From an optimization exercise on the open Yosys and OpenROAD flow, aimed at small area; shortcuts taken in it are not production practice. The RTL of this run was laid out without a check of its function. Power and IR drop assume default switching activity.

==> config.mk <==
export PLATFORM = sky130hd
export DESIGN_NAME = dev_top
export DESIGN_NICKNAME = dev_top
export VERILOG_FILES = /design/flow/design.v
export SDC_FILE = /design/flow/constraint.sdc
export NUM_CORES = 4
export LEC_CHECK = 0
export CAP_MARGIN = 20
export CORE_MARGIN = 2
export CORE_UTILIZATION = 40
export SLEW_MARGIN = 20
==> constraint.sdc <==
create_clock -name core_clock -period 10.0 [get_ports {clk_60m}]
set_input_delay 2.0000 -clock core_clock [delete_from_list [all_inputs] [get_ports {clk_60m}]]
set_output_delay 2.0000 -clock core_clock [all_outputs]
set_load 0.01 [all_outputs]
==> design.v <==
package dev_pkg;
    localparam int byte_w         = 8;       
    localparam int upc_baud_div   = 67;      
    localparam int lc_baud_div    = 134;     
    localparam int rm_baud_div    = 67;      
    localparam int pwr_baud_div   = 67;      
    localparam int baud_cnt_w     = 16;      
    localparam int tx_queue_depth = 4;       
    localparam logic [byte_w-1:0] pwr_header = 8'h5A;    
    localparam int pwr_word_w     = 16;      
    localparam int pwr_word_cnt   = 6;       
    localparam int pwr_data_bytes = 12;      
    localparam int meas_w         = 32;      
    typedef logic [pwr_word_cnt-1:0][pwr_word_w-1:0] pwr_words_t;
endpackage
`timescale 1ns/1ps
module uart_rx #(
    parameter int BAUD_DIV     = dev_pkg::upc_baud_div,
    parameter bit CHECK_EN     = 1'b0,
    parameter bit CHECK_FILTER = 1'b0
) (
    input  logic        clk_sys,
    input  logic        rst_n,
    input  logic        rx,                      
    output logic [dev_pkg::byte_w-1:0] stream_data,        
    output logic        stream_valid,            
    output logic        stream_parity_err,       
    output logic        stream_stop_err          
);
    localparam int last_bit = CHECK_EN ? dev_pkg::byte_w + 2 : dev_pkg::byte_w + 1;
    logic [2:0]                     rx_ff;       
    logic                           busy;
    logic [dev_pkg::baud_cnt_w-1:0] baud_cnt;
    logic [3:0]                     bit_idx;
    logic [dev_pkg::byte_w-1:0]     shift_reg;   
    logic                           par_acc;     
    logic start_edge;
    logic mid_pt;
    logic bad_par;
    assign start_edge = rx_ff[2] & ~rx_ff[1];    
    assign mid_pt     = busy && (baud_cnt == dev_pkg::baud_cnt_w'(BAUD_DIV / 2));
    assign bad_par    = CHECK_EN && par_acc;     
    always_ff @(posedge clk_sys) begin
        if (!rst_n) begin
            rx_ff             <= 3'b111;         
            busy              <= 1'b0;
            baud_cnt          <= '0;
            bit_idx           <= '0;
            par_acc           <= 1'b0;
            stream_valid      <= 1'b0;
            stream_parity_err <= 1'b0;
            stream_stop_err   <= 1'b0;
        end else begin
            rx_ff        <= {rx_ff[1:0], rx};
            stream_valid <= 1'b0;                
            if (!busy) begin
                if (start_edge) begin
                    busy     <= 1'b1;
                    baud_cnt <= '0;
                    bit_idx  <= '0;
                    par_acc  <= 1'b0;
                end
            end else begin
                if (baud_cnt == dev_pkg::baud_cnt_w'(BAUD_DIV - 1)) begin
                    baud_cnt <= '0;
                    bit_idx  <= bit_idx + 4'd1;
                end else begin
                    baud_cnt <= baud_cnt + 1'b1;
                end
                if (mid_pt) begin
                    if (bit_idx == 4'd0) begin
                        if (rx_ff[1]) busy <= 1'b0;      
                    end else if (bit_idx == 4'(last_bit)) begin
                        busy              <= 1'b0;       
                        stream_parity_err <= bad_par;
                        stream_stop_err   <= ~rx_ff[1];
                        stream_valid      <= !(CHECK_FILTER && bad_par);
                    end else begin
                        par_acc <= par_acc ^ rx_ff[1];   
                    end
                end
            end
        end
    end
    always_ff @(posedge clk_sys) begin
        if (mid_pt && bit_idx != 4'd0 && bit_idx <= 4'(dev_pkg::byte_w)) begin
            shift_reg <= {rx_ff[1], shift_reg[dev_pkg::byte_w-1:1]};
        end
        if (mid_pt && bit_idx == 4'(last_bit)) begin
            stream_data <= shift_reg;
        end
    end
endmodule
`timescale 1ns/1ps
module uart_tx #(
    parameter int BAUD_DIV = dev_pkg::upc_baud_div,
    parameter bit CHECK_EN = 1'b0
) (
    input  logic                       clk_sys,
    input  logic                       rst_n,
    input  logic                       tx_en,        
    input  logic [dev_pkg::byte_w-1:0] tx_data,
    output logic                       tx            
);
    localparam int frame_bits = CHECK_EN ? dev_pkg::byte_w + 3 : dev_pkg::byte_w + 2;
    localparam int ptr_w      = $clog2(dev_pkg::tx_queue_depth);
    localparam int fill_w     = $clog2(dev_pkg::tx_queue_depth + 1);
    logic [dev_pkg::byte_w-1:0] q_mem [dev_pkg::tx_queue_depth];
    logic [ptr_w-1:0]           wr_ptr;
    logic [ptr_w-1:0]           rd_ptr;
    logic [fill_w-1:0]          fill;            
    logic                       busy;            
    logic [dev_pkg::baud_cnt_w-1:0] baud_cnt;
    logic [3:0]                 bit_cnt;         
    logic [frame_bits-1:0]      shreg;           
    logic [frame_bits-1:0]      frame_next;
    logic baud_wrap, last_bit, push, pop;
    assign baud_wrap = baud_cnt == dev_pkg::baud_cnt_w'(BAUD_DIV - 1);
    assign last_bit  = bit_cnt == 4'(frame_bits - 1);
    assign push = tx_en && (int'(fill) + int'(busy) < dev_pkg::tx_queue_depth);
    assign pop  = (fill != '0) && (!busy || (baud_wrap && last_bit));    
    always_comb begin
        frame_next                     = '1;     
        frame_next[0]                  = 1'b0;   
        frame_next[dev_pkg::byte_w:1]  = q_mem[rd_ptr];
        if (CHECK_EN) frame_next[dev_pkg::byte_w+1] = ^q_mem[rd_ptr];   
    end
    always_ff @(posedge clk_sys) begin
        if (!rst_n) begin
            wr_ptr   <= '0;
            rd_ptr   <= '0;
            fill     <= '0;
            busy     <= 1'b0;
            tx       <= 1'b1;                    
            baud_cnt <= '0;
            bit_cnt  <= '0;
        end else begin
            fill <= fill + fill_w'(push) - fill_w'(pop);
            if (push) wr_ptr <= wr_ptr + 1'b1;
            if (pop)  rd_ptr <= rd_ptr + 1'b1;
            if (pop) begin
                busy     <= 1'b1;
                baud_cnt <= '0;
                bit_cnt  <= '0;
                tx       <= 1'b0;                
            end else if (busy) begin
                if (baud_wrap) begin
                    baud_cnt <= '0;
                    if (last_bit) begin
                        busy <= 1'b0;            
                    end else begin
                        tx      <= shreg[0];
                        bit_cnt <= bit_cnt + 4'd1;
                    end
                end else begin
                    baud_cnt <= baud_cnt + 1'b1;
                end
            end
        end
    end
    always_ff @(posedge clk_sys) begin
        if (push) q_mem[wr_ptr] <= tx_data;
        if (pop) begin
            shreg <= {1'b1, frame_next[frame_bits-1:1]};
        end else if (busy && baud_wrap && !last_bit) begin
            shreg <= {1'b1, shreg[frame_bits-1:1]};
        end
    end
endmodule
`timescale 1ns/1ps
module pwr_monitor (
    input  logic                       clk_sys,
    input  logic                       rst_n,
    input  logic [dev_pkg::byte_w-1:0] stream_data,
    input  logic                       stream_valid,
    input  logic                       stream_parity_err,
    input  logic                       stream_stop_err,
    output logic [dev_pkg::meas_w-1:0] pwr_voltage,
    output logic [dev_pkg::meas_w-1:0] pwr_current,
    output logic [dev_pkg::meas_w-1:0] pwr_power,
    output logic                       pwr_valid      
);
    localparam int idx_w = $clog2(dev_pkg::pwr_data_bytes);
    localparam int ww    = dev_pkg::pwr_word_w;
    typedef enum logic [1:0] {
        st_idle,                                 
        st_payload,                              
        st_check                                 
    } state_t;
    state_t                     state;
    logic [idx_w-1:0]           byte_idx;        
    logic [dev_pkg::byte_w-1:0] sum;             
    logic                       frame_err;       
    logic [dev_pkg::pwr_word_cnt*dev_pkg::pwr_word_w-1:0] words;
    logic last_byte;
    logic frame_ok;
    logic line_err;
    assign last_byte = byte_idx == idx_w'(dev_pkg::pwr_data_bytes - 1);
    assign line_err  = stream_stop_err | stream_parity_err;
    assign frame_ok  = (stream_data == sum) && !frame_err && !line_err;
    always_ff @(posedge clk_sys) begin
        if (!rst_n) begin
            state       <= st_idle;
            byte_idx    <= '0;
            sum         <= '0;
            frame_err   <= 1'b0;
            pwr_valid   <= 1'b0;
            pwr_voltage <= '0;
            pwr_current <= '0;
            pwr_power   <= '0;
        end else begin
            pwr_valid <= 1'b0;
            if (stream_valid) begin
                case (state)
                    st_idle: begin
                        if (stream_data == dev_pkg::pwr_header) begin
                            state     <= st_payload;
                            byte_idx  <= '0;
                            sum       <= '0;
                            frame_err <= line_err;   
                        end
                    end
                    st_payload: begin
                        sum       <= sum + stream_data;
                        frame_err <= frame_err | line_err;
                        if (last_byte) state <= st_check;
                        else           byte_idx <= byte_idx + 1'b1;
                    end
                    st_check: begin
                        state <= st_idle;        
                        if (frame_ok) begin
                            pwr_valid   <= 1'b1;
                            pwr_voltage <= {words[3*ww +: ww], words[0*ww +: ww]};
                            pwr_current <= {words[4*ww +: ww], words[1*ww +: ww]};
                            pwr_power   <= {words[5*ww +: ww], words[2*ww +: ww]};
                        end
                    end
                    default: state <= st_idle;
                endcase
            end
        end
    end
    always_ff @(posedge clk_sys) begin
        if (stream_valid && state == st_payload) begin
            words[{byte_idx[idx_w-1:1], ~byte_idx[0], 3'b000} +: dev_pkg::byte_w] <= stream_data;
        end
    end
endmodule
`timescale 1ns/1ps
module dev_top (
    input  logic                       clk_60m,
    input  logic                       rst_n,
    input  logic                       upc_cfg_uart_rx,
    output logic                       upc_cfg_uart_tx,
    input  logic [dev_pkg::byte_w-1:0] upconvert_cfg_data,
    input  logic                       upconvert_cfg_data_valid,
    output logic [dev_pkg::byte_w-1:0] upconvert_rd_data,
    output logic                       upconvert_rd_data_valid,
    input  logic                       pc_lcuart_rx,
    output logic                       pc_lcuart_tx,
    input  logic                       pc_lctx_en,
    input  logic [dev_pkg::byte_w-1:0] pc_lctx_data,
    output logic [dev_pkg::byte_w-1:0] pc_lcrx_data,
    output logic                       pc_lcrx_data_valid,
    input  logic                       pc_rmuart_rx,
    output logic                       pc_rmuart_tx,
    input  logic                       pc_rmtx_en,
    input  logic [dev_pkg::byte_w-1:0] pc_rmtx_data,
    output logic [dev_pkg::byte_w-1:0] pc_rmrx_data,
    output logic                       pc_rmrx_data_valid,
    input  logic                       pwr_uart_rx,
    output logic [dev_pkg::meas_w-1:0] pwr_voltage,
    output logic [dev_pkg::meas_w-1:0] pwr_current,
    output logic [dev_pkg::meas_w-1:0] pwr_power,
    output logic                       pwr_valid
);
    logic [dev_pkg::byte_w-1:0] upc_rx_data;
    logic upc_rx_valid, upc_rx_parity_err, upc_rx_stop_err;
    logic [dev_pkg::byte_w-1:0] lc_rx_data;
    logic lc_rx_valid, lc_rx_parity_err, lc_rx_stop_err;
    logic [dev_pkg::byte_w-1:0] rm_rx_data;
    logic rm_rx_valid, rm_rx_parity_err, rm_rx_stop_err;
    logic [dev_pkg::byte_w-1:0] pwr_rx_data;
    logic pwr_rx_valid, pwr_rx_parity_err, pwr_rx_stop_err;
    uart_rx #(.BAUD_DIV(dev_pkg::upc_baud_div), .CHECK_EN(1'b0), .CHECK_FILTER(1'b0))
    u1_uart_rx (.clk_sys(clk_60m), .rst_n(rst_n), .rx(upc_cfg_uart_rx),
                .stream_data(upc_rx_data), .stream_valid(upc_rx_valid),
                .stream_parity_err(upc_rx_parity_err), .stream_stop_err(upc_rx_stop_err));
    uart_tx #(.BAUD_DIV(dev_pkg::upc_baud_div), .CHECK_EN(1'b0))
    u1_uart_tx (.clk_sys(clk_60m), .rst_n(rst_n), .tx_en(upconvert_cfg_data_valid),
                .tx_data(upconvert_cfg_data), .tx(upc_cfg_uart_tx));
    uart_rx #(.BAUD_DIV(dev_pkg::lc_baud_div), .CHECK_EN(1'b1), .CHECK_FILTER(1'b1))
    u2_uart_rx (.clk_sys(clk_60m), .rst_n(rst_n), .rx(pc_lcuart_rx),
                .stream_data(lc_rx_data), .stream_valid(lc_rx_valid),
                .stream_parity_err(lc_rx_parity_err), .stream_stop_err(lc_rx_stop_err));
    uart_tx #(.BAUD_DIV(dev_pkg::lc_baud_div), .CHECK_EN(1'b1))
    u2_uart_tx (.clk_sys(clk_60m), .rst_n(rst_n), .tx_en(pc_lctx_en),
                .tx_data(pc_lctx_data), .tx(pc_lcuart_tx));
    uart_rx #(.BAUD_DIV(dev_pkg::rm_baud_div), .CHECK_EN(1'b1), .CHECK_FILTER(1'b1))
    u3_uart_rx (.clk_sys(clk_60m), .rst_n(rst_n), .rx(pc_rmuart_rx),
                .stream_data(rm_rx_data), .stream_valid(rm_rx_valid),
                .stream_parity_err(rm_rx_parity_err), .stream_stop_err(rm_rx_stop_err));
    uart_tx #(.BAUD_DIV(dev_pkg::rm_baud_div), .CHECK_EN(1'b1))
    u3_uart_tx (.clk_sys(clk_60m), .rst_n(rst_n), .tx_en(pc_rmtx_en),
                .tx_data(pc_rmtx_data), .tx(pc_rmuart_tx));
    uart_rx #(.BAUD_DIV(dev_pkg::pwr_baud_div), .CHECK_EN(1'b0), .CHECK_FILTER(1'b0))
    u4_uart_rx (.clk_sys(clk_60m), .rst_n(rst_n), .rx(pwr_uart_rx),
                .stream_data(pwr_rx_data), .stream_valid(pwr_rx_valid),
                .stream_parity_err(pwr_rx_parity_err), .stream_stop_err(pwr_rx_stop_err));
    pwr_monitor u_pwr_monitor (
        .clk_sys     (clk_60m    ),              
        .rst_n       (rst_n      ),              
        .stream_data (pwr_rx_data),              
        .stream_valid(pwr_rx_valid),             
        .stream_parity_err(pwr_rx_parity_err),   
        .stream_stop_err(pwr_rx_stop_err),       
        .pwr_voltage (pwr_voltage),              
        .pwr_current (pwr_current),              
        .pwr_power   (pwr_power  ),              
        .pwr_valid   (pwr_valid  )               
    );
    assign upconvert_rd_data       = upc_rx_data;
    assign upconvert_rd_data_valid = upc_rx_valid;
    assign pc_lcrx_data            = lc_rx_data;
    assign pc_lcrx_data_valid      = lc_rx_valid;
    assign pc_rmrx_data            = rm_rx_data;
    assign pc_rmrx_data_valid      = rm_rx_valid;
endmodule
==> run.sh <==
#!/bin/bash
# synth_recipe.tcl (not shown) runs the flow's synth.tcl, then flattens the netlist and writes it again
# the make line also repeats each setting of config.mk as NAME=value (left out here)
make -C /OpenROAD-flow-scripts/flow DESIGN_CONFIG=/design/flow/config.mk WORK_HOME=/design/flow/orfs CLKGATE_MAP_FILE= SYNTH_SCRIPT=/design/flow/synth_recipe.tcl finish
==> metrics list <==
- Startpoint kind of the worst setup timing path: register
- Core region area: 61370 um^2
- The tree is rooted in a clkbuf_16.
- The initial antenna violation count was 0.
* Pleak: about 10 nW
- DRC violations left: 0
- Synthesized-area fraction occupied by ao, oa, aoi and oai cells: 10.42%
- Pre-CTS worst setup slack: around 5.4 ns
- The die covers 63710 um^2.
* Total number of vias: 16790
- Horizontal extent of the die: about 250 um
- Synthesis produced a netlist with a net count of 2323.
* Reg-to-Reg Start: u4_uart_rx.stream_data[5]
* Half-perimeter wire length of the detailed placement result: around 33 mm
* Worst Clk Skew: 0.02768 ns
- Final critical-path required period: 3.850 ns
- After detailed routing, the average wire length per cell comes to 16.19 um.
* Post-Route WL: 51.68 mm
* Nature of the critical path endpoint: register
- Setup violations remaining at the end of the flow were counted as 0.
- Max Fclk: 0.2597 GHz
* Critical path class: register to register
- Setup repair after global routing missed its margin: false
- The first global-routing pass estimated 84.48 mm of wire.
* Gates resized, CTS repair: 0
* Number of levels the H-tree was split into: 2
* Worst min-delay path startpoint: u2_uart_rx.rx_ff[0]
- In this run the worst hold path is classified as register to register.
* Initial core utilization: 40.22%
* Actual transition at the worst max-transition pin: 1.043 ns
* Crit path setup slack, layout: 6.150 ns
- Flip-flop count of the largest register after layout: 96
- Simple-gate portion of the synthesized area: 16.13%
* Clock latency reported for the late side of the worst-skew pair: 0.63 ns
- Layout Area Growth over Synthesis: 17.50%
- The die is 252.4 um tall.
- Summing the areas of all fa, ha and maj instances in the mapped netlist gives under 10% of the synthesized area.
* Worst Path Arrival: 4.39 ns
- VDD sags by at most 0.0001440 V.
- For this run, asynchronously set or reset flops after synthesis account for 0%.
- Cells with a size suffix above 1 make up 7.955% of the layout.
* Sum Neg Setup Slack: 0 ns
- After clock tree synthesis, the clock-pin slew on the worst setup and hold paths is 0.06 ns.
* Grt ovf: 0
- For this run, the number of Yosys warnings is 7.
- Number of nets in the finished design: 2454
- Post-route worst hold slack: between 0.4 and 0.5 ns
- Synthesis handed over a netlist of roughly 2200 instances.
- In this run the post-CTS setup repair buffer count came out at 0.
* Share of cell area taken by muxes after synthesis: 4.375%
- The via count of the first global-routing pass is 16380.
- Per-cell via count in the routed design: 5.262
- TritonCTS clock tree: done
* Cell area power density: 195.9 nW/um^2
- At the end of routability-driven placement, the weighted congestion stood at 0.8097.
- In this run, post-CTS hold repair placed 0 buffers.
- Across the run, the number of max-cap violations was 0.
- Fraction of the core area covered by cells at the end of the flow: between 40% and 50%
- Combinational family with the most area after synthesis: simple AND/OR/NAND/NOR gates
* Site Rows: a little over 90
* Headroom to the max-slew limit: about 30%
- In this run, synthesis produced a sequential element count of 590.
- Maximum fanout along the worst path: 61
- In this run, distinct cell masters in the synthesized netlist total 77.
* CP required: 10.54 ns
- Buffer depth of the longest clock path: 3
* Outcome: timing/DRC/antenna clean
- Mapped Area: approximately 25000 um^2
- For this run, the leading register cell type out of synthesis is dfxtp_1.
- Summing the areas of all xor and xnor instances in the mapped netlist gives 3.336% of the synthesized area.
- In this run the worst setup path begins at u4_uart_rx.stream_data[5].
- The number of slew-limit violations in the final report was 0.
- Final number of hold-violating endpoints: 0
* Mean instance size in the synthesized netlist: approximately 11 um^2
- Entering global routing, the biggest net connects 123 pins.
* Number of nets with antenna violations after routing: 0
- Yosys mapped a number of flops with a built-in enable equal to 282.
* Ratio of final minimum period to clock period: 38.50%
* Clock sinks: 590
- 160 I/O pins were placed.
* Proportion of synthesized chip area in sequential cells: about three fifths
* Count of buffers from port buffering: ~160
- The pre-antenna-repair detailed-routing pass consisted of 5 iterations.
- Instance area after placement: between 20000 and 30000 um^2
- Clock tree synthesis inserted a total of 61 buffers.
- Across every metal layer, demand over resource in global routing totals 16.08%.
- After routing the design area is around 29000 um^2.
* Count of routing violations after the opening detailed-route iteration: 1030
- 0 antenna diodes ended up in the layout.
-- layout by cell type, fill, tap and decap left out, types with 15 or more instances in the layout --
cell type,n
xor2_1,47
nor3_1,25
clkdlybuf4s50_1,158
and2_1,30
edfxtp_1,282
nand4_1,30
nand2_1,312
clkbuf_16,61
ha_1,69
o21ai_0,53
nor2_1,202
xnor2_1,47
inv_1,60
mux2_1,21
nand3_1,50
and3_1,35
a22o_1,66
nand2b_1,21
mux2_2,26
or3_1,17
nor3b_1,15
mux4_2,24
a21oi_1,183
nor4_1,20
dfxtp_1,308
clkinv_2,17
-- power by group --
part           total [W]  leakage [nW]  internal (W)  switching, W
combinational   0.000587          4.01      0.000282      0.000305
clock            0.00230          1.01       0.00134      0.000962
sequential       0.00279          4.94       0.00269     0.0000967
total            0.00568          9.96       0.00432       0.00136
-- layer usage --
layer / vias up / wire, um / share of wire (%) / GRT usage [%]
met1: 8136 / 23980 / 46 / 21.86
met4: 0 / 1488 / 2.9 / 5.139
met3: 104 / 2162 / 4.2 / 2.801
met5: - / 0 / 0 / 0
met2: 322 / 24050 / 47 / 26.12
li1: 8230 / - / - / -
-- final cells by class --
class / instances / area, um^2
well taps: 790 / 988.4
clock inverters: 41 / 419.2
inverters: 61 / 234.0
fillers: 5501 / 32370
flip-flops and latches: 590 / 14630
multi-input cells: 1466 / 9442
clock buffers: 75 / 1629
repair buffers: 168 / 1654
-- cell usage after synthesis (all sizes together) (7+ instances only) --
cell | n | area [um^2]
and3 | 36 | 230.2
mux4 | 24 | 540.5
nor4 | 22 | 143.9
nor2 | 202 | 758.2
a21oi | 183 | 915.9
o21ai | 59 | 295.3
a21o | 7 | 52.55
a31oi | 13 | 81.33
buf | 24 | 132.6
ha | 69 | 863.3
nand3 | 50 | 250.2
nand2b | 21 | 131.4
mux2 | 47 | 529.3
xor2 | 47 | 411.6
nor3b | 15 | 112.6
nor3 | 30 | 160.2
and2 | 31 | 193.9
nor2b | 12 | 75.07
nand2 | 312 | 1171
inv | 60 | 225.2
edfxtp | 282 | 8468
or4 | 12 | 97.59
clkbuf | 76 | 286.5
a311oi | 9 | 78.83
nand4 | 30 | 187.7
dfxtp | 308 | 6166
or3 | 17 | 106.4
a22o | 66 | 578.1
nand3b | 12 | 90.09
xnor2 | 47 | 411.6
-- critical path, stage by stage, from the launching register on --
cell,delay (ns)
edfxtp_1,0.91
ha_1,0.41
nor4b_1,0.68
o2111a_2,0.80
buf_4,0.63
nand2_1,0.13
a21oi_1,0.14
-- worst paths after layout --
check / endpoint / slack, ns / depth (start not counted)
setup / recovery: u_pwr_monitor.pwr_power[2] / 6.15 / 6
hold / removal: u2_uart_rx.rx_ff[1] / 0.41 / 1
setup reg to reg: u_pwr_monitor.pwr_power[2] / 6.15 / 6
hold reg to reg: u2_uart_rx.rx_ff[1] / 0.41 / 1
-- metrics by stage --
step / total power (W) / cells
after floorplan: 0.003296 / 2217
after global placement: 0.003417 / 3075
after detailed placement: 0.003442 / 3075
after CTS: 0.005764 / 3191
after global routing: 0.005943 / 3191
final: 0.005682 / 3191
-- logic make-up after synthesis --
logic type                 count (synthesis)
and+or+nand+nor                          833
DFF                                      590
AOI/OAI and AO/OA                        394
buffers and inverters                    161
xor gates and xnor gates                  94
adders and majority gates                 73
muxes                                     72

port drivers added, routing unchanged:
How much do the figures lean on ideal ports? The routed layout below was timed once more, with nothing changed but the port constraints.
Step 1 sets driving cells, clkbuf_16 on the clock port and buf_2 on the other inputs (assumed; they add their load-dependent delay and slew).
Step 2, shift: input delay + t, output delay - t, t = (earliest + latest rising clock arrival at the registers) / 2. This alone moves slack from input paths to output paths.
Slacks: ideal ports / drivers / drivers and shift; pairs: ideal ports / drivers.
shift t [ns]: 0.676
setup WS [ns]: 6.150 / 6.150 / 5.525
slew at the worst register clock pin (ns): 0.06 / 0.06
pins driven straight from the clock port: 1
After both steps this run still meets setup and hold. The setup slack of this run moves by 0.000 ns with the drivers and by -0.625 ns with both steps.
